What follows belongs to an exercise in optimizing a design on an open flow for small area and a short achievable clock period; a production flow would make more cautious choices. Function was checked by simulation only, so behaviour that the tests miss may differ from the original. No driver is modelled on the clock port, so clocking that relies on it looks cheaper here than on a real chip. No activity file was given, so power comes from the tool's default toggle rates.

$ cat config.mk
export PLATFORM = sky130hd
export DESIGN_NAME = branch_cluster_top
export DESIGN_NICKNAME = branch_cluster_top
export VERILOG_FILES = /design/flow/design.v
export SDC_FILE = /design/flow/constraint.sdc
export NUM_CORES = 4
export LEC_CHECK = 0
export CAP_MARGIN = 20
export CORE_MARGIN = 2
export CORE_UTILIZATION = 55
export SETUP_SLACK_MARGIN = 4.05
export SLEW_MARGIN = 20
$ cat constraint.sdc
create_clock -name core_clock -period 6.5 [get_ports {cpu_clock_i}]
set_input_delay 1.3000 -clock core_clock [delete_from_list [all_inputs] [get_ports {cpu_clock_i}]]
set_output_delay 1.3000 -clock core_clock [all_outputs]
set_load 0.01 [all_outputs]
$ cat design.v
`default_nettype none
package branch_pkg;
    typedef logic [31:0] word_t;
    typedef logic [29:0] pc_word_t;     
    typedef logic [5:0]  rob_id_t;
    typedef logic [5:0]  preg_t;        
    typedef logic [1:0]  bm_cntr_t;     
    typedef struct packed {
        word_t    operand_1;
        word_t    operand_2;
        word_t    offset;
        pc_word_t pc;
        logic     auipc;
        logic     lui;
        logic     jal;
        logic     jalr;
        logic [2:0] bnch_cond;          
        rob_id_t  rob_id;
        preg_t    dest;
    } branch_op_t;
    typedef struct packed {
        word_t    result;
        logic     wb_valid;
        preg_t    dest;
        rob_id_t  rob_id;
        logic     excp;                 
    } resolve_t;
    typedef struct packed {
        pc_word_t pc;
        word_t    tp;                   
        word_t    tg;                   
        logic [3:0] eq_q;               
        logic [3:0] gt_q;               
        logic     sign_1;
        logic     sign_2;
        logic [2:0] bnch_cond;
        logic     jump;
        logic     upper;                
        logic     wb;                   
        rob_id_t  rob_id;
        preg_t    dest;
    } lkp_op_t;
    typedef struct packed {
        pc_word_t pc;
        pc_word_t link;                 
        logic [15:0] tt_lo;
        logic     tt_c16;               
        logic [15:0] tt_hi;             
        logic     taken;
        logic     jump;
        logic     upper;
        logic     wb;
        rob_id_t  rob_id;
        preg_t    dest;
    } hold_op_t;
    typedef struct packed {
        logic     valid;
        pc_word_t vpc;
        pc_word_t target;               
        logic     jump;
        logic     way;                  
        bm_cntr_t cntr;                 
    } btb_update_t;
endpackage
`default_nettype wire
`timescale 1ns/10ps
`default_nettype none
module btb_table (
    input   wire logic                      cpu_clock_i,
    input   wire logic                      reset_i,
    input   wire logic [31:0]               lookup_set_i,    
    input   wire logic [31:0]               lookup_set_1_i,  
    input   wire branch_pkg::pc_word_t      lookup_vpc_i,
    input   wire branch_pkg::word_t         lookup_tp_i,     
    input   wire branch_pkg::word_t         lookup_tg_i,     
    output  logic [1:0]                     rd_valid_o,
    output  logic [1:0]                     rd_jump_o,
    output  logic [3:0]                     rd_cntr_o,       
    output  logic [17:0]                    rd_tag_eq_o,     
    output  logic [31:0]                    rd_tgt_eq_o,     
    input   wire branch_pkg::btb_update_t   upd_i,
    input   wire logic [63:0]               upd_we_i,        
    input   wire logic [4:0]                repl_idx_i,
    output  logic                           repl_o,
    output  logic                           busy_o
);
    localparam int SETS  = 32;
    localparam int TAG_W = 25;
    logic [TAG_W-1:0]      tag_q    [SETS][2];
    branch_pkg::pc_word_t  target_q [SETS][2];
    logic                  t_q      [SETS][2];
    logic [1:0]            c_q      [SETS][2];
    logic                  repl_q   [SETS];
    logic [4:0]       wr_idx;
    logic [TAG_W-1:0] wr_tag;
    logic             wr_way;
    assign busy_o = upd_i.valid;
    for (genvar w = 0; w < 2; w++) begin : g_rd
        logic [TAG_W-1:0]     r_tag;
        branch_pkg::pc_word_t r_target;
        logic                 r_t;
        logic [1:0]           r_c;
        logic [SETS-1:0]      sel;
        assign sel = (w == 0) ? lookup_set_i : lookup_set_1_i;
        always_comb begin
            r_tag    = '0;
            r_target = '0;
            r_t      = 1'b0;
            r_c      = '0;
            for (int s = 0; s < SETS; s++) begin
                r_tag    = r_tag    | ({TAG_W{sel[s]}} & tag_q[s][w]);
                r_target = r_target | ({30{sel[s]}} & target_q[s][w]);
                r_t      = r_t      | (sel[s] & t_q[s][w]);
                r_c      = r_c      | ({2{sel[s]}} & c_q[s][w]);
            end
        end
        assign rd_valid_o[w]       = !r_t || r_c[0];
        assign rd_jump_o[w]        = r_t;
        assign rd_cntr_o[2*w +: 2] = r_c;
        for (genvar q = 0; q < 9; q++) begin : g_tq
            localparam int LO = 3 * q;
            localparam int HI = (q == 8) ? 24 : 3 * q + 2;
            assign rd_tag_eq_o[9*w+q] = (r_tag[HI:LO] == lookup_vpc_i[HI+5:LO+5]);
        end
        logic [31:0] r_c32;
        logic [31:0] need_c;
        logic [31:0] miss;
        assign r_c32  = {r_target, 2'b00};
        for (genvar i = 1; i < 32; i++) begin : g_nc
            assign need_c[i] = r_c32[i-1] ? lookup_tg_i[i-1] : (lookup_tg_i[i-1] | lookup_tp_i[i-1]);
        end
        assign need_c[0] = 1'b0;
        assign miss   = lookup_tp_i ^ r_c32 ^ need_c;
        for (genvar q = 0; q < 16; q++) begin : g_q
            assign rd_tgt_eq_o[16*w+q] = ~|miss[2*q +: 2];
        end
    end
    always_comb begin
        repl_o = 1'b0;
        for (int s = 0; s < SETS; s++) begin
            repl_o = repl_o | ((repl_idx_i == 5'(s)) & repl_q[s]);
        end
    end
    assign wr_idx = upd_i.vpc[4:0];
    assign wr_tag = upd_i.vpc[29:5];
    assign wr_way = upd_i.way;
    for (genvar s = 0; s < SETS; s++) begin : g_set
        logic set_we;
        assign set_we = upd_we_i[2*s] || upd_we_i[2*s+1];
        for (genvar w = 0; w < 2; w++) begin : g_way
            logic we;
            logic st_en;
            assign we    = upd_we_i[2*s+w];
            assign st_en = we || reset_i;
            always_ff @(posedge cpu_clock_i) begin
                if (we) begin
                    tag_q[s][w]    <= wr_tag;
                    target_q[s][w] <= upd_i.target;
                    c_q[s][w][1]   <= upd_i.cntr[1];
                end
                if (st_en) begin
                    t_q[s][w]      <= reset_i || upd_i.jump;
                    c_q[s][w][0]   <= !reset_i && upd_i.cntr[0];
                end
            end
        end
        always_ff @(posedge cpu_clock_i) begin
            if (set_we || reset_i) begin
                repl_q[s] <= !reset_i && !wr_way;
            end
        end
    end
endmodule
`default_nettype wire
`timescale 1ns/10ps
`default_nettype none
module branch_dispatch (
    input   wire logic                      cpu_clock_i,
    input   wire logic                      reset_i,
    input   wire logic                      flush_i,
    input   wire branch_pkg::branch_op_t    op_i,
    input   wire logic                      op_valid_i,
    input   wire logic                      btb_busy_i,
    output  branch_pkg::lkp_op_t            lkp_op_o,
    output  logic [31:0]                    lkp_set_o,      
    output  logic [31:0]                    lkp_set_1_o,    
    output  logic                           issue_valid_o
);
    branch_pkg::lkp_op_t ex;
    branch_pkg::word_t   base;
    logic                lkp_valid_q;
    logic                hold_valid_q;
    logic                accept;
    logic [4:0]          set_idx;
    logic                read_fire;
    function automatic logic gt8(input logic [7:0] a, input logic [7:0] b);
        logic [7:0] g;
        logic [7:0] e;
        g = a & ~b;
        e = ~(a ^ b);
        for (int w = 1; w < 8; w = w * 2) begin
            for (int i = 0; i + w < 8; i = i + 2 * w) begin
                g[i] = g[i + w] | (e[i + w] & g[i]);
                e[i] = e[i + w] & e[i];
            end
        end
        gt8 = g[0];
    endfunction
    logic [31:0] op_a;
    logic [31:0] op_b;
    assign accept    = op_valid_i && !btb_busy_i;
    assign read_fire = lkp_valid_q && !btb_busy_i;
    always_comb begin
        if (op_i.lui) begin
            base = '0;
        end else if (op_i.jalr && !op_i.auipc) begin
            base = op_i.operand_1;
        end else begin
            base = {op_i.pc, 2'b00};
        end
    end
    assign ex.pc        = op_i.pc;
    assign ex.tp        = base ^ op_i.offset;
    assign ex.tg        = base & op_i.offset;
    assign op_a = {1'b0, op_i.operand_1[30:0]};
    assign op_b = {1'b0, op_i.operand_2[30:0]};
    for (genvar k = 0; k < 4; k++) begin : g_cmp
        assign ex.eq_q[k] = op_a[8*k +: 8] == op_b[8*k +: 8];
        assign ex.gt_q[k] = gt8(op_a[8*k +: 8], op_b[8*k +: 8]);
    end
    assign ex.sign_1    = op_i.operand_1[31];
    assign ex.sign_2    = op_i.operand_2[31];
    assign ex.bnch_cond = op_i.bnch_cond;
    assign ex.jump      = op_i.jal || op_i.jalr;
    assign ex.upper     = op_i.lui || op_i.auipc;
    assign ex.wb        = (ex.upper || ex.jump) && (op_i.dest != '0);
    assign ex.rob_id    = op_i.rob_id;
    assign ex.dest      = op_i.dest;
    always_ff @(posedge cpu_clock_i) begin
        if (reset_i || flush_i) begin
            lkp_valid_q  <= 1'b0;
            hold_valid_q <= 1'b0;
        end else begin
            if (accept) begin
                lkp_valid_q <= 1'b1;
            end else if (read_fire) begin
                lkp_valid_q <= 1'b0;
            end
            hold_valid_q <= read_fire;
        end
    end
    always_ff @(posedge cpu_clock_i) begin
        if (!btb_busy_i) begin
            lkp_op_o <= ex;
        end
    end
    assign set_idx = btb_busy_i ? lkp_op_o.pc[4:0] : op_i.pc[4:0];
    always_ff @(posedge cpu_clock_i) begin
        lkp_set_o <= 32'd1 << set_idx;
    end
    for (genvar s = 0; s < 32; s++) begin : g_set_1
        always_ff @(posedge cpu_clock_i) begin
            lkp_set_1_o[s] <= (set_idx == 5'(s));
        end
    end
    assign issue_valid_o = hold_valid_q;
endmodule
`default_nettype wire
`timescale 1ns/10ps
`default_nettype none
module branch_unit (
    input   wire logic                      cpu_clock_i,
    input   wire logic                      reset_i,
    input   wire logic                      flush_i,
    input   wire branch_pkg::lkp_op_t       lkp_op_i,
    input   wire logic [1:0]                rd_valid_i,
    input   wire logic [1:0]                rd_jump_i,
    input   wire logic [3:0]                rd_cntr_i,
    input   wire logic [17:0]               rd_tag_eq_i,
    input   wire logic [31:0]               rd_tgt_eq_i,
    input   wire logic                      valid_i,
    output  logic [4:0]                     repl_idx_o,
    input   wire logic                      repl_i,
    output  branch_pkg::resolve_t           res_o,
    output  logic                           res_valid_o,
    output  logic                           ready_o,
    output  branch_pkg::btb_update_t        upd_o,
    output  logic [63:0]                    upd_we_o         
);
    branch_pkg::hold_op_t hold_d;
    branch_pkg::hold_op_t hold_q;
    logic [1:0]           hold_valid_q;
    logic [1:0]           hold_jump_q;
    logic [3:0]           hold_cntr_q;
    logic [17:0]          hold_tag_eq_q;
    logic [31:0]          hold_tgt_eq_q;
    logic [1:0]           hold_match;
    branch_pkg::word_t    res_result_q;
    logic                 res_wb_q;
    branch_pkg::preg_t    res_dest_q;
    branch_pkg::rob_id_t  res_rob_id_q;
    logic                 res_excp_q;
    branch_pkg::pc_word_t upd_vpc_q;
    branch_pkg::pc_word_t upd_target_q;
    logic                 upd_jump_q;
    logic                 upd_valid_q;
    logic [1:0]           upd_cntr_q;
    logic                 upd_way_q;
    logic [1:0] ok;
    logic       excp;
    logic [1:0] cntr;
    logic       fire;
    logic       same_set;
    logic       same_pc;
    logic [1:0] match_now;
    logic       hit_now;
    logic       repl_now;
    logic       way_next;
    logic [1:0] cntr_next;
    logic       eq;
    logic       gt_low;
    logic       gt;
    logic       lt;
    logic       cond_true;
    logic [15:0] tt_hi;
    branch_pkg::word_t tt;
    function automatic logic [16:0] ks16(input logic [15:0] p, input logic [15:0] g);
        logic [15:0] pp;
        logic [15:0] gg;
        logic [15:0] pn;
        logic [15:0] gn;
        logic [16:0] r;
        pp = p;
        gg = g;
        for (int d = 1; d < 16; d = d * 2) begin
            pn = pp;
            gn = gg;
            for (int i = d; i < 16; i++) begin
                gn[i] = gg[i] | (pp[i] & gg[i-d]);
                pn[i] = pp[i] & pp[i-d];
            end
            pp = pn;
            gg = gn;
        end
        r = {gg[15], p ^ {gg[14:0], 1'b0}};
        ks16 = r;
    endfunction
    assign eq     = (&lkp_op_i.eq_q) && (lkp_op_i.sign_1 == lkp_op_i.sign_2);
    assign gt_low = lkp_op_i.gt_q[3]
                 || (lkp_op_i.eq_q[3] && lkp_op_i.gt_q[2])
                 || (lkp_op_i.eq_q[3] && lkp_op_i.eq_q[2] && lkp_op_i.gt_q[1])
                 || (lkp_op_i.eq_q[3] && lkp_op_i.eq_q[2] && lkp_op_i.eq_q[1] && lkp_op_i.gt_q[0]);
    always_comb begin
        if (lkp_op_i.sign_1 == lkp_op_i.sign_2) begin
            gt = gt_low;
        end else begin
            gt = lkp_op_i.bnch_cond[1] ? lkp_op_i.sign_1 : lkp_op_i.sign_2;
        end
    end
    assign lt = !(gt || eq);
    always_comb begin
        case ({lkp_op_i.bnch_cond[2], lkp_op_i.bnch_cond[0]})
            2'b00:   cond_true = eq;
            2'b01:   cond_true = !eq;
            2'b10:   cond_true = lt;
            default: cond_true = !lt;
        endcase
    end
    assign {hold_d.tt_c16, hold_d.tt_lo} = ks16(lkp_op_i.tp[15:0], lkp_op_i.tg[15:0]);
    assign hold_d.tt_hi  = 16'(ks16(lkp_op_i.tp[31:16], lkp_op_i.tg[31:16]));
    assign hold_d.pc     = lkp_op_i.pc;
    assign hold_d.link   = lkp_op_i.pc + 30'd1;
    assign hold_d.taken  = lkp_op_i.jump || (cond_true && !lkp_op_i.upper);
    assign hold_d.jump   = lkp_op_i.jump;
    assign hold_d.upper  = lkp_op_i.upper;
    assign hold_d.wb     = lkp_op_i.wb;
    assign hold_d.rob_id = lkp_op_i.rob_id;
    assign hold_d.dest   = lkp_op_i.dest;
    always_ff @(posedge cpu_clock_i) begin
        hold_q        <= hold_d;
        hold_valid_q  <= rd_valid_i;
        hold_jump_q   <= rd_jump_i;
        hold_cntr_q   <= rd_cntr_i;
        hold_tag_eq_q <= rd_tag_eq_i;
        hold_tgt_eq_q <= rd_tgt_eq_i;
    end
    for (genvar w = 0; w < 2; w++) begin : g_ok
        assign hold_match[w] = hold_valid_q[w] && (&hold_tag_eq_q[9*w +: 9]);
        assign ok[w] = (hold_jump_q[w] == hold_q.jump)
                    && (!hold_q.taken || (&hold_tgt_eq_q[16*w +: 16]))
                    && (hold_q.jump || (hold_cntr_q[2*w+1] == hold_q.taken));
    end
    always_comb begin
        if (hold_match[1]) begin
            excp = !ok[1];
            cntr = hold_cntr_q[3:2];
        end else if (hold_match[0]) begin
            excp = !ok[0];
            cntr = hold_cntr_q[1:0];
        end else begin
            excp = 1'b1;
            cntr = 2'b00;
        end
    end
    assign same_set = upd_valid_q && (upd_vpc_q[4:0] == hold_q.pc[4:0]);
    assign same_pc  = upd_vpc_q[29:5] == hold_q.pc[29:5];
    for (genvar w = 0; w < 2; w++) begin : g_m
        assign match_now[w] = (same_set && (upd_way_q == w[0])) ? same_pc : hold_match[w];
    end
    assign repl_idx_o = hold_q.pc[4:0];
    assign repl_now   = same_set ? !upd_way_q : repl_i;
    assign hit_now  = |match_now;
    assign way_next = match_now[1] || (!match_now[0] && repl_now);
    always_comb begin
        if (hold_q.jump) begin
            cntr_next = 2'b11;
        end else if (!hit_now) begin
            cntr_next = hold_q.taken ? 2'b10 : 2'b01;
        end else if (hold_q.taken) begin
            cntr_next = (cntr == 2'b11) ? 2'b11 : cntr + 2'b01;
        end else begin
            cntr_next = (cntr == 2'b00) ? 2'b00 : cntr - 2'b01;
        end
    end
    assign tt_hi = hold_q.tt_hi + {15'd0, hold_q.tt_c16};
    assign tt    = {tt_hi, hold_q.tt_lo};
    assign fire = valid_i && !flush_i;
    always_ff @(posedge cpu_clock_i) begin
        if (reset_i) begin
            res_valid_o <= 1'b0;
            upd_valid_q <= 1'b0;
            upd_we_o    <= '0;
            ready_o     <= 1'b1;
        end else begin
            res_valid_o <= fire;
            upd_valid_q <= fire && !hold_q.upper;
            upd_we_o    <= (fire && !hold_q.upper) ? (64'd1 << {hold_q.pc[4:0], way_next}) : '0;
            ready_o     <= !(fire && !hold_q.upper);
        end
    end
    always_ff @(posedge cpu_clock_i) begin
        res_result_q <= hold_q.upper ? tt : {hold_q.link, 2'b00};
        res_wb_q     <= hold_q.wb;
        res_dest_q   <= hold_q.dest;
        res_rob_id_q <= hold_q.rob_id;
        res_excp_q   <= excp && !hold_q.upper;
        upd_vpc_q    <= hold_q.pc;
        upd_target_q <= tt[31:2];
        upd_jump_q   <= hold_q.jump;
        upd_way_q    <= way_next;
        upd_cntr_q   <= cntr_next;
    end
    assign res_o.result   = res_result_q;
    assign res_o.wb_valid = res_wb_q;
    assign res_o.dest     = res_dest_q;
    assign res_o.rob_id   = res_rob_id_q;
    assign res_o.excp     = res_excp_q;
    assign upd_o.valid    = upd_valid_q;
    assign upd_o.vpc      = upd_vpc_q;
    assign upd_o.target   = upd_target_q;
    assign upd_o.jump     = upd_jump_q;
    assign upd_o.way      = upd_way_q;
    assign upd_o.cntr     = upd_cntr_q;
endmodule
`default_nettype wire
`timescale 1ns/10ps
`default_nettype none
module branch_cluster #(
    parameter int BTB_SETS = 32     
) (
    input   wire logic                      cpu_clock_i,
    input   wire logic                      reset_i,
    input   wire logic                      flush_i,
    input   wire branch_pkg::branch_op_t    op_i,
    input   wire logic                      op_valid_i,
    output  logic                           op_ready_o,
    output  branch_pkg::resolve_t           res_o,
    output  logic                           res_valid_o
);
    branch_pkg::lkp_op_t       lkp_op;
    logic [31:0]               lkp_set;
    logic [31:0]               lkp_set_1;
    logic [63:0]               upd_we;
    logic [1:0]                rd_valid;
    logic [1:0]                rd_jump;
    logic [3:0]                rd_cntr;
    logic [17:0]               rd_tag_eq;
    logic [31:0]               rd_tgt_eq;
    logic                      issue_valid;
    branch_pkg::btb_update_t   upd;
    logic [4:0]                repl_idx;
    logic                      repl;
    logic                      btb_busy;
    branch_dispatch u_dispatch (
        .cpu_clock_i   (cpu_clock_i),
        .reset_i       (reset_i),
        .flush_i       (flush_i),
        .op_i          (op_i),
        .op_valid_i    (op_valid_i),
        .btb_busy_i    (btb_busy),
        .lkp_op_o      (lkp_op),
        .lkp_set_o     (lkp_set),
        .lkp_set_1_o   (lkp_set_1),
        .issue_valid_o (issue_valid)
    );
    btb_table u_btb (
        .cpu_clock_i  (cpu_clock_i),
        .reset_i      (reset_i),
        .lookup_set_i (lkp_set),
        .lookup_set_1_i (lkp_set_1),
        .lookup_vpc_i (lkp_op.pc),
        .lookup_tp_i  (lkp_op.tp),
        .lookup_tg_i  (lkp_op.tg),
        .rd_valid_o   (rd_valid),
        .rd_jump_o    (rd_jump),
        .rd_cntr_o    (rd_cntr),
        .rd_tag_eq_o  (rd_tag_eq),
        .rd_tgt_eq_o  (rd_tgt_eq),
        .upd_i        (upd),
        .upd_we_i     (upd_we),
        .repl_idx_i   (repl_idx),
        .repl_o       (repl),
        .busy_o       (btb_busy)
    );
    branch_unit u_branch (
        .cpu_clock_i (cpu_clock_i),
        .reset_i     (reset_i),
        .flush_i     (flush_i),
        .lkp_op_i    (lkp_op),
        .rd_valid_i  (rd_valid),
        .rd_jump_i   (rd_jump),
        .rd_cntr_i   (rd_cntr),
        .rd_tag_eq_i (rd_tag_eq),
        .rd_tgt_eq_i (rd_tgt_eq),
        .valid_i     (issue_valid),
        .repl_idx_o  (repl_idx),
        .repl_i      (repl),
        .res_o       (res_o),
        .res_valid_o (res_valid_o),
        .ready_o     (op_ready_o),
        .upd_o       (upd),
        .upd_we_o    (upd_we)
    );
endmodule
`default_nettype wire
`timescale 1ns/10ps
`default_nettype none
module branch_cluster_top (
    input   wire logic                      cpu_clock_i,
    input   wire logic                      reset_i,
    input   wire logic                      flush_i,
    input   wire logic [144:0]              op_i,
    input   wire logic                      op_valid_i,
    output  logic                           op_ready_o,
    output  logic [45:0]                    res_o,
    output  logic                           res_valid_o
);
    branch_pkg::resolve_t res;
    branch_cluster #(
        .BTB_SETS (32)
    ) u_cluster (
        .cpu_clock_i (cpu_clock_i),
        .reset_i     (reset_i),
        .flush_i     (flush_i),
        .op_i        (branch_pkg::branch_op_t'(op_i)),
        .op_valid_i  (op_valid_i),
        .op_ready_o  (op_ready_o),
        .res_o       (res),
        .res_valid_o (res_valid_o)
    );
    assign res_o = res;
endmodule
`default_nettype wire
$ cat flow/run.sh
#!/bin/bash
# The standard layout, with three changes:
# - a hand-built clock tree in place of TritonCTS's (see mycts.tcl): ORFS's
#   CTS step sources mycts.tcl first. TritonCTS is then pointed at a net with
#   no clock sinks (res_valid_o), so it leaves the tree as built; the rest of
#   the CTS step (placement legalization, timing repair) runs as usual.
# - the port buffers are buf_2 (timing repair resizes them where needed).
# - after CTS's timing repair, post_cts.tcl runs the setup repair once more.
set -euo pipefail
here=$(pwd)
export PRE_CTS_TCL=$here/flow/mycts.tcl
export CTS_ARGS="-clk_nets res_valid_o -dont_use_dummy_load"
export BUFFER_PORTS_ARGS="-buffer_cell sky130_fd_sc_hd__buf_2"
export POST_CTS_TCL=$here/flow/post_cts.tcl
bash standard.sh > $here/standard.log 2>&1
$ cat flow/mycts.tcl
# Builds a three-level clock tree by hand (root, mid and leaf buffers of
# sky130_fd_sc_hd__clkbuf_16), from recursive bisection of the flip-flops by
# position, before ORFS's CTS step runs.
set mycts_leaf_max [expr {[info exists ::env(MYCTS_LEAF)] ? $::env(MYCTS_LEAF) : 24}]
set mycts_buf sky130_fd_sc_hd__clkbuf_16

set ::mycts_block [ord::get_db_block]
set db [ord::get_db]
set ::mycts_bufm [$db findMaster $mycts_buf]
set clknet [$::mycts_block findNet cpu_clock_i]

# Sinks: {x y iterm}
set sinks {}
foreach it [$clknet getITerms] {
  set inst [$it getInst]
  set bb [$inst getBBox]
  set x [expr {([$bb xMin] + [$bb xMax]) / 2}]
  set y [expr {([$bb yMin] + [$bb yMax]) / 2}]
  lappend sinks [list $x $y $it]
}
puts "mycts: [llength $sinks] sinks"

proc mycts_split {items maxn} {
  if {[llength $items] <= $maxn} { return [list $items] }
  set xs [lmap i $items {lindex $i 0}]
  set ys [lmap i $items {lindex $i 1}]
  set dx [expr {[tcl::mathfunc::max {*}$xs] - [tcl::mathfunc::min {*}$xs]}]
  set dy [expr {[tcl::mathfunc::max {*}$ys] - [tcl::mathfunc::min {*}$ys]}]
  set k [expr {$dx >= $dy ? 0 : 1}]
  set s [lsort -integer -index $k $items]
  # Split so both halves hold whole groups of maxn where possible
  set n [llength $s]
  set groups [expr {($n + $maxn - 1) / $maxn}]
  set left [expr {($groups / 2) * $n / $groups}]
  if {$left < 1} { set left [expr {$n / 2}] }
  return [concat [mycts_split [lrange $s 0 [expr {$left - 1}]] $maxn] [mycts_split [lrange $s $left end] $maxn]]
}

proc mycts_center {items} {
  set sx 0; set sy 0
  foreach i $items { set sx [expr {$sx + [lindex $i 0]}]; set sy [expr {$sy + [lindex $i 1]}] }
  set n [llength $items]
  return [list [expr {$sx / $n}] [expr {$sy / $n}]]
}

set mycts_n 0
proc mycts_buffer {name x y items} {
  set block $::mycts_block; set bufm $::mycts_bufm
  set inst [odb::dbInst_create $block $bufm $name]
  set w [[$inst getMaster] getWidth]
  set h [[$inst getMaster] getHeight]
  $inst setOrigin [expr {$x - $w / 2}] [expr {$y - $h / 2}]
  $inst setPlacementStatus PLACED
  set net [odb::dbNet_create $block "${name}_net"]
  $net setSigType CLOCK
  [$inst findITerm X] connect $net
  foreach i $items {
    set it [lindex $i 2]
    $it disconnect
    $it connect $net
  }
  return [$inst findITerm A]
}

set leaves {}
set li 0
foreach g [mycts_split $sinks $mycts_leaf_max] {
  lassign [mycts_center $g] x y
  set a [mycts_buffer "mycts_leaf_$li" $x $y $g]
  lappend leaves [list $x $y $a]
  incr li
}
# MYCTS_NMID (24) mid buffers over the leaf buffers, and four roots over the mids,
# each root fed by the clock port
set mids {}
set mi 0
set mycts_nmid [expr {[info exists ::env(MYCTS_NMID)] ? $::env(MYCTS_NMID) : 24}]
set per [expr {([llength $leaves] + $mycts_nmid - 1) / $mycts_nmid}]
foreach g [mycts_split $leaves $per] {
  lassign [mycts_center $g] x y
  set a [mycts_buffer "mycts_mid_$mi" $x $y $g]
  lappend mids [list $x $y $a]
  incr mi
}
set roots 0
set per [expr {([llength $mids] + 3) / 4}]
foreach g [mycts_split $mids $per] {
  lassign [mycts_center $g] x y
  set a [mycts_buffer "mycts_root_$roots" $x $y $g]
  $a connect $clknet
  incr roots
}
puts "mycts: $li leaf buffers, $mi mid buffers, $roots roots"
set_propagated_clock [all_clocks]
$ cat flow/post_cts.tcl
# A second round of setup repair after ORFS's own, then legalize again
log_cmd estimate_parasitics -placement
repair_timing_helper -setup
set result [catch { detailed_placement } msg]
if { $result != 0 } {
  error "Detailed placement failed after the second repair: $msg"
}
check_placement -verbose
$ cat standard.sh
#!/bin/bash
# synth_recipe.tcl (not shown) runs the flow's synth.tcl, then flattens the netlist and writes it again
# the make line also repeats each setting of config.mk as NAME=value (left out here)
make -C /OpenROAD-flow-scripts/flow DESIGN_CONFIG=/design/flow/config.mk WORK_HOME=/design/flow/orfs CLKGATE_MAP_FILE= SYNTH_SCRIPT=/design/flow/synth_recipe.tcl "${@:-finish}"
==> metrics.md, run 1 <==
| Metric | Value |
|---|---|
| Outcome | complete, no violations |
| Setup Slack @ Placement | 2170 ps |
| Ys async rst share | 0% |
| Fin Clk Skew | 79.5 ps |
| Top-Level Pins | 197 |
| Crit-path max FO | 1 |
| Drt drc | 0 |
| Layout fillers | 19900 |
| Min Tclk post-route | 2530 ps |
| Grt total ovfl | 0 |
| Share of cells above drive strength 1 | 15.5% |
| Core outline area | 276000 um2 |
| Max Cap Viol | 0 |
| Vias post-DR | 95500 |
| Num rows | 193 |
| Fin. max-slew vios | 0 |
| Largest cells by area after synthesis | edfxtp_1, a22oi_1, dfxtp_1 |
| Setup TNS | 0 ps |
| Share of the synthesized area in the top cell type | 76.0% |
| Routed wire length | 601000 um |
| Antenna Nets Post-Route | 0 |
| Critical-path cell list | buf_6 |
| Final Core Density | 61.4% |
| Largest net degree at the start of global routing | 68 |
| NumNets Final | 9116 |
| Number of buffer and inverter stages on the critical path | 1 |
| Worst Setup Start Kind | flop |
| Vias per inst | 7.56 |
| Clock Latency Late Sink | 680 ps |
| Slew Limit Headroom | 16.3% |
| Hold Path Class | reg -> reg |
| Vias in the first global route | 87400 |
| Synthesis-stage register bit count | 4274 |
| Die Y | 531 um |
| EDFF count, synth | 3865 |
| Chip Width | 531 um |
| Max stage delay on crit path | 420 ps |
| Leak | 53.1 nW |
| Setup violators final | 0 |
| Unique masters post-synth | 67 |
| Hold Fails Final Rpt | 0 |
| Area grow syn2layout | 11.1% |
| Cell Count, Final, Fillers Out | 12600 |
| Mapped Nets | 8659 |
| Final GP Congestion | 0.870 |
| Worst-path clk slew | 90 ps |
| Number of DRC markers in iteration 0 | 20700 |
| Cell Area, Synth | 153000 um2 |
| Initial Utilization | 55.2% |
| Dpl hpwl | 290000 um |
| Max VDD drop | 0.000292 V |
| Crit share post-route | 38.9% |
| Fmax | 0.395 GHz |
| Die footprint | 282000 um2 |
| PwrDens | 288 nW/um2 |
| WL/cell | 47.6 um |
| Placed Cells | 12100 |
| Arr. time, crit path | 1230 ps |
| Crit path kind | reg -> out |
| Register area | 125000 um2 |
| Crit-path slowest cell | dfxtp_4 |
| Drt pass-1 iters | 9 |
| Multi-input gate area | 27100 um2 |
| Buffers on Ports | 196 |
| Crit path required time | 5200 ps |
| Unrepaired setup endpoints after global routing | true |
| Global-route wire length before repair | 782000 um |
| Synth Warn # | 8 |
| Initial antenna violation count | 58 |
| Synthesized area per cell | 18.1 um2 |
| Post-synthesis sequential area ratio | 81.4% |
| Cells after synthesis | 8443 |
| Slew @ Worst Pin | 1260 ps |
| Dominant cell type by area after synthesis | edfxtp_1 |
| Nature of the critical path endpoint | output port |
| Overall Global Routing Usage | 41.7% |
| Main synth FF type | edfxtp_1 |
| Slack of the critical path | 3970 ps |
| Critical path's top delay family | flip-flops |
==> worst paths after layout <==
check,startpoint,end,slack (ps),depth (start not counted)
worst max-delay path,u_cluster.u_branch.res_result_q[14],res_o[28],3970,1
worst min-delay path,u_cluster.u_branch.hold_q[11],u_cluster.u_branch.res_rob_id_q[5],330,0
worst max register to register,u_cluster.u_dispatch.lkp_set_o[2],u_cluster.u_branch.hold_tgt_eq_q[13],3980,8
worst min register to register,u_cluster.u_branch.hold_q[11],u_cluster.u_branch.res_rob_id_q[5],330,0
==> logic make-up after synthesis <==
logic type      after synthesis  share of synthesized area [%]
flops                      4274                           81.4
compound gates             2124                           10.6
simple gates               1162                           4.35
buf+inv                     541                           1.41
xor+xnor                    238                           1.37
fa+ha+maj                    67                          0.549
mux                          37                          0.277
==> metrics by stage <==
step                hold WS (ps)  power [W]  instance area, um2
floorplan                    310     0.0334              153000
finish                       334     0.0488              170000
detailed placement           312     0.0350              159000
global route                 343     0.0496              169000
global placement             310     0.0349              159000
==> power by group <==
part           switching, W  internal, W
Clock               0.00822      0.00571
Combinational       0.00195     0.000959
Sequential          0.00101       0.0309
Total                0.0112       0.0376
==> area by class of cell <==
type	count	share of cell area (%)
diodes	40	0.0590
plain buffers	206	3.04
inverters	61	0.154
multi-input cells	3630	16.0
flip-flops and latches	4274	73.7
well taps	3705	2.73
repair buffers	727	4.30
==> registers in the layout (all words and copies together), names as in the netlist, 32 cells and up <==
register,flops
u_cluster.u_btb.target_q,1920
u_cluster.u_btb.tag_q,1600
u_cluster.u_btb.c_q,128
u_cluster.u_dispatch.lkp_op_o,121
u_cluster.u_branch.hold_q,109
u_cluster.u_branch.upd_we_o,64
u_cluster.u_btb.t_q,64
u_cluster.u_branch.res_result_q,32
u_cluster.u_btb.repl_q,32
u_cluster.u_dispatch.lkp_set_1_o,32
u_cluster.u_dispatch.lkp_set_o,32
==> synthesized netlist by cell type (7+ instances only) <==
library cell  number
edfxtp_1        3865
a22oi_1         1401
dfxtp_1          409
nand4_1          384
clkbuf_1         282
a22o_1           233
a221oi_1         230
nand2_1          157
xnor2_1          143
buf_1            125
nor2_1           121
xor2_1            95
nor3_1            94
nor4_1            89
a21oi_1           71
or2_2             69
buf_2             67
ha_1              67
inv_1             59
and4_1            56
o21ai_0           56
nand3_1           51
a31oi_1           35
or3_1             35
nand3b_1          33
mux2_2            32
a21o_1            29
nor2b_1           20
and3_1            13
and4b_1           12
nand2b_1          12
o2bb2ai_1         12
o21a_1             8
or4_1              7
==> metal layers <==
metal	GRT usage, %	routed length, um
met1	57.6	206000
met2	60.9	260000
met3	10.0	90200
met4	24.3	44800
met5	0	166
==> cell usage in the layout, fill, tap and decap left out, types with 54 or more instances in the layout <==
cell	count
a21oi_1	70
a221oi_1	216
a22o_1	233
a22oi_1	1401
buf_12	102
buf_2	183
buf_4	327
buf_6	54
clkbuf_16	209
dfxtp_1	209
dfxtp_4	178
edfxtp_1	3865
ha_1	60
inv_1	55
nand2_1	156
nand4_1	384
nor2_1	119
nor3_1	92
or2_2	68
xnor2_1	142
xor2_1	87
==> run 2, diff against run 1 <==
--- a/config.mk
+++ b/config.mk
@@ -9,3 +9,3 @@
 export CORE_MARGIN = 2
-export CORE_UTILIZATION = 55
+export CORE_UTILIZATION = 60
 export SETUP_SLACK_MARGIN = 4.05
==> run 2 against run 1 <==
Still clean on timing, DRC and antenna. Die area is 8.3% lower. Sequential share of layout area is 0.37 points lower. Synthesized area unchanged. Wire length up 3.6%. Total power grew 0.21%. Critical endpoint is now res_o[45]. Largest cell class unchanged. Largest power group unchanged.
==> metrics.md, run 2 <==
| Metric | Value |
|---|---|
| Top Layer Used | met5 (unchanged) |
| Buffers on Ports | 196 (unchanged) |
| Crit-path max FO | 1 (unchanged) |
| Commonest non-fill, non-tap cell in the layout | edfxtp_1 (unchanged) |
| Unique masters post-synth | 67 (unchanged) |
| M1 wire length | 205000 um (was 206000 um) |
| Vias in the first global route | 88000 (was 87400) |
| Final GP Congestion | 0.901 (was 0.870) |
| Most frequent cells in the layout | edfxtp_1, a22oi_1, nand4_1 (unchanged) |
| Slew Limit Headroom | 14.1% (was 16.3%) |
| Synthesis-stage register bit count | 4274 (unchanged) |
| Arr. time, crit path | 1260 ps (was 1230 ps) |
| Number of DRC markers in iteration 0 | 22600 (was 20700) |
| Die Y | 508 um (was 531 um) |
| Crit path kind | reg -> out (unchanged) |
| Overall Global Routing Usage | 45.9% (was 41.7%) |
| Crit share post-route | 39.4% (was 38.9%) |
| Fin Clk Skew | 81.1 ps (was 79.5 ps) |
| Largest register FFs | 1920 (unchanged) |
| EDFF count, synth | 3865 (unchanged) |
| Main synth FF type | edfxtp_1 (unchanged) |
| Top reg by flops | u_cluster.u_btb.target_q (unchanged) |
| Chip Width | 508 um (was 531 um) |
| Vias post-DR | 97200 (was 95500) |
| Vias per inst | 7.90 (was 7.56) |
| Area grow syn2layout | 11.6% (was 11.1%) |
| Synth Warn # | 8 (unchanged) |
| Largest cells by area after synthesis | edfxtp_1, a22oi_1, dfxtp_1 (unchanged) |
| Share of the synthesized area in the top cell type | 76.0% (unchanged) |
| Initial Utilization | 60.2% (was 55.2%) |
| Synthesized area per cell | 18.1 um2 (unchanged) |
| Max VDD drop | 0.000259 V (was 0.000292 V) |
| Nature of the critical path endpoint | output port (unchanged) |
| Hold Fails Final Rpt | 0 (unchanged) |
| Routed wire length | 623000 um (was 601000 um) |
| Grt total ovfl | 0 (unchanged) |
| WL/cell | 50.6 um (was 47.6 um) |
| Global-route wire length before repair | 788000 um (was 782000 um) |
| Initial antenna violation count | 59 (was 58) |
| Final Core Density | 67.2% (was 61.4%) |
| Unrepaired setup endpoints after global routing | true (unchanged) |
| Post-synthesis sequential area ratio | 81.4% (unchanged) |
| Met2 WL | 268000 um (was 260000 um) |
| Ys async rst share | 0% (unchanged) |
| Biggest registers after layout | u_cluster.u_btb.target_q: 1920 flops, u_cluster.u_btb.tag_q: 1600 flops, u_cluster.u_btb.c_q: 128 flops (unchanged) |
| Top-Level Pins | 197 (unchanged) |
| Most common cell in the netlist | edfxtp_1 (unchanged) |
| Slew @ Worst Pin | 1290 ps (was 1260 ps) |
| Layout fillers | 16900 (was 19900) |
| Crit path required time | 5200 ps (about the same) |
| Dpl hpwl | 292000 um (was 290000 um) |
| Crit-path slowest cell | dfxtp_4 (unchanged) |
| Share of cells above drive strength 1 | 16.4% (was 15.5%) |
| Mapped Nets | 8659 (unchanged) |
| Number of buffer and inverter stages on the critical path | 1 (unchanged) |
| Cells after synthesis | 8443 (unchanged) |
| Drt drc | 0 (unchanged) |
| Critical-path cell list | buf_6 (unchanged) |
| NumNets Final | 9127 (was 9116) |
| Core outline area | 253000 um2 (was 276000 um2) |
| Fin. max-slew vios | 0 (unchanged) |
| Largest net degree at the start of global routing | 65 (was 68) |
| Setup violators final | 0 (unchanged) |
| Num rows | 185 (was 193) |
| Worst-path clk slew | 100 ps (was 90 ps) |
| Critical path's top delay family | flip-flops (unchanged) |
| Max stage delay on crit path | 440 ps (was 420 ps) |
| Antenna Nets Post-Route | 0 (unchanged) |
| Hold Path Class | reg -> reg (unchanged) |
| Outcome | complete, no violations (unchanged) |
| Post-synth top cells | edfxtp_1, a22oi_1, dfxtp_1 (unchanged) |
| Die footprint | 258000 um2 (was 282000 um2) |
| Cell Area, Synth | 153000 um2 (unchanged) |
| Leak | 53.6 nW (was 53.1 nW) |
| Min Tclk post-route | 2560 ps (was 2530 ps) |
| Met3 wire len | 101000 um (was 90200 um) |
| PwrDens | 287 nW/um2 (was 288 nW/um2) |
| Clock Latency Late Sink | 700 ps (was 680 ps) |
| Worst Setup Start Kind | flop (unchanged) |
| Dominant cell type by area after synthesis | edfxtp_1 (unchanged) |
| Setup TNS | 0 ps (unchanged) |
| Drt pass-1 iters | 8 (was 9) |
| Max Cap Viol | 0 (unchanged) |
| Fmax | 0.390 GHz (was 0.395 GHz) |
[run 2: kinds of logic after synthesis]
kind of cell / count (synthesis) / share of synthesized area [%]
xor gates and xnor gates: 238 / 1.37
buffers and inverters: 541 / 1.41
adders and majority gates: 67 / 0.549
muxes: 37 / 0.277
DFF: 4274 / 81.4
and+or+nand+nor: 1162 / 4.35
AOI/OAI and AO/OA: 2124 / 10.6
[run 2: layer usage]
metal	vias to the layer above	global-route usage (%)
met2	9776	68.0
met1	49800	63.4
met4	30	26.4
met5	-	0
met3	1952	10.4
li1	35600	-
[run 2: report_power, final]
group | internal, W | switching, W | leakage [nW] | total, W
Clock | 0.00570 | 0.00816 | 2.54 | 0.0139
Sequential | 0.0309 | 0.000906 | 38.5 | 0.0318
Combinational | 0.00100 | 0.00217 | 12.6 | 0.00317
[run 2: layout make-up]
cell class | count | area (um2) | share of cell area [%]
timing repair buffer | 738 | 8150 | 4.79
tap | 3366 | 4210 | 2.47
antenna | 36 | 90.1 | 0.0529
multi-input combinational | 3630 | 27600 | 16.2
inverter | 61 | 268 | 0.157
sequential | 4274 | 125000 | 73.3
buffer | 206 | 5150 | 3.03
[run 2: worst paths after layout]
path / to / startpoint / slack (ps) / depth (start not counted)
max reg2reg: u_cluster.u_btb.t_q[30] / u_cluster.u_branch.upd_we_o[30] / 3970 / 3
max: res_o[45] / u_cluster.u_branch.res_result_q[31] / 3940 / 1
min reg2reg: u_cluster.u_branch.upd_vpc_q[6] / u_cluster.u_branch.hold_q[85] / 320 / 0
min: u_cluster.u_branch.upd_vpc_q[6] / u_cluster.u_branch.hold_q[85] / 320 / 0
[run 2: stage by stage]
step	instances	area (um2)	power (W)	hold WS, ps	worst slack [ps]
6_report	12300	170000	0.0489	319	3940
5_1_grt	12300	170000	0.0496	339	3960
3_5_place_dp	11700	159000	0.0350	313	2360
3_3_place_gp	11700	159000	0.0349	310	2360
2_1_floorplan	8443	153000	0.0334	310	3960

-- re-timing with driven ports --
No port has a modelled driver above. Below, the same layouts with a new extraction and two added sets of constraints.
Step 1: set_driving_cell puts a clkbuf_16 on cpu_clock_i and a buf_2 on each other input, an assumption about the parent block.
Step 2 also shifts input and output timing later by t, the mid clock arrival at the registers, as if the neighbouring blocks saw the same clock.
a / b / c = no drivers / after step 1 / after step 2; a / b = the first two.
run	shift t [ns]	setup slack, ns	worst hold slack (ns)	worst slew at a driven data input, ns
run 1	0.873	3.968 / 3.736 / 3.377	0.334 / 0.334 / 0.334	0.18
run 2	0.895	3.936 / 3.694 / 3.363	0.319 / 0.320 / 0.320	0.18
After both steps every run listed still meets setup and hold. For run 1, which loses most, drivers alone change the setup slack by -0.232 ns; drivers and shift together by -0.591 ns.
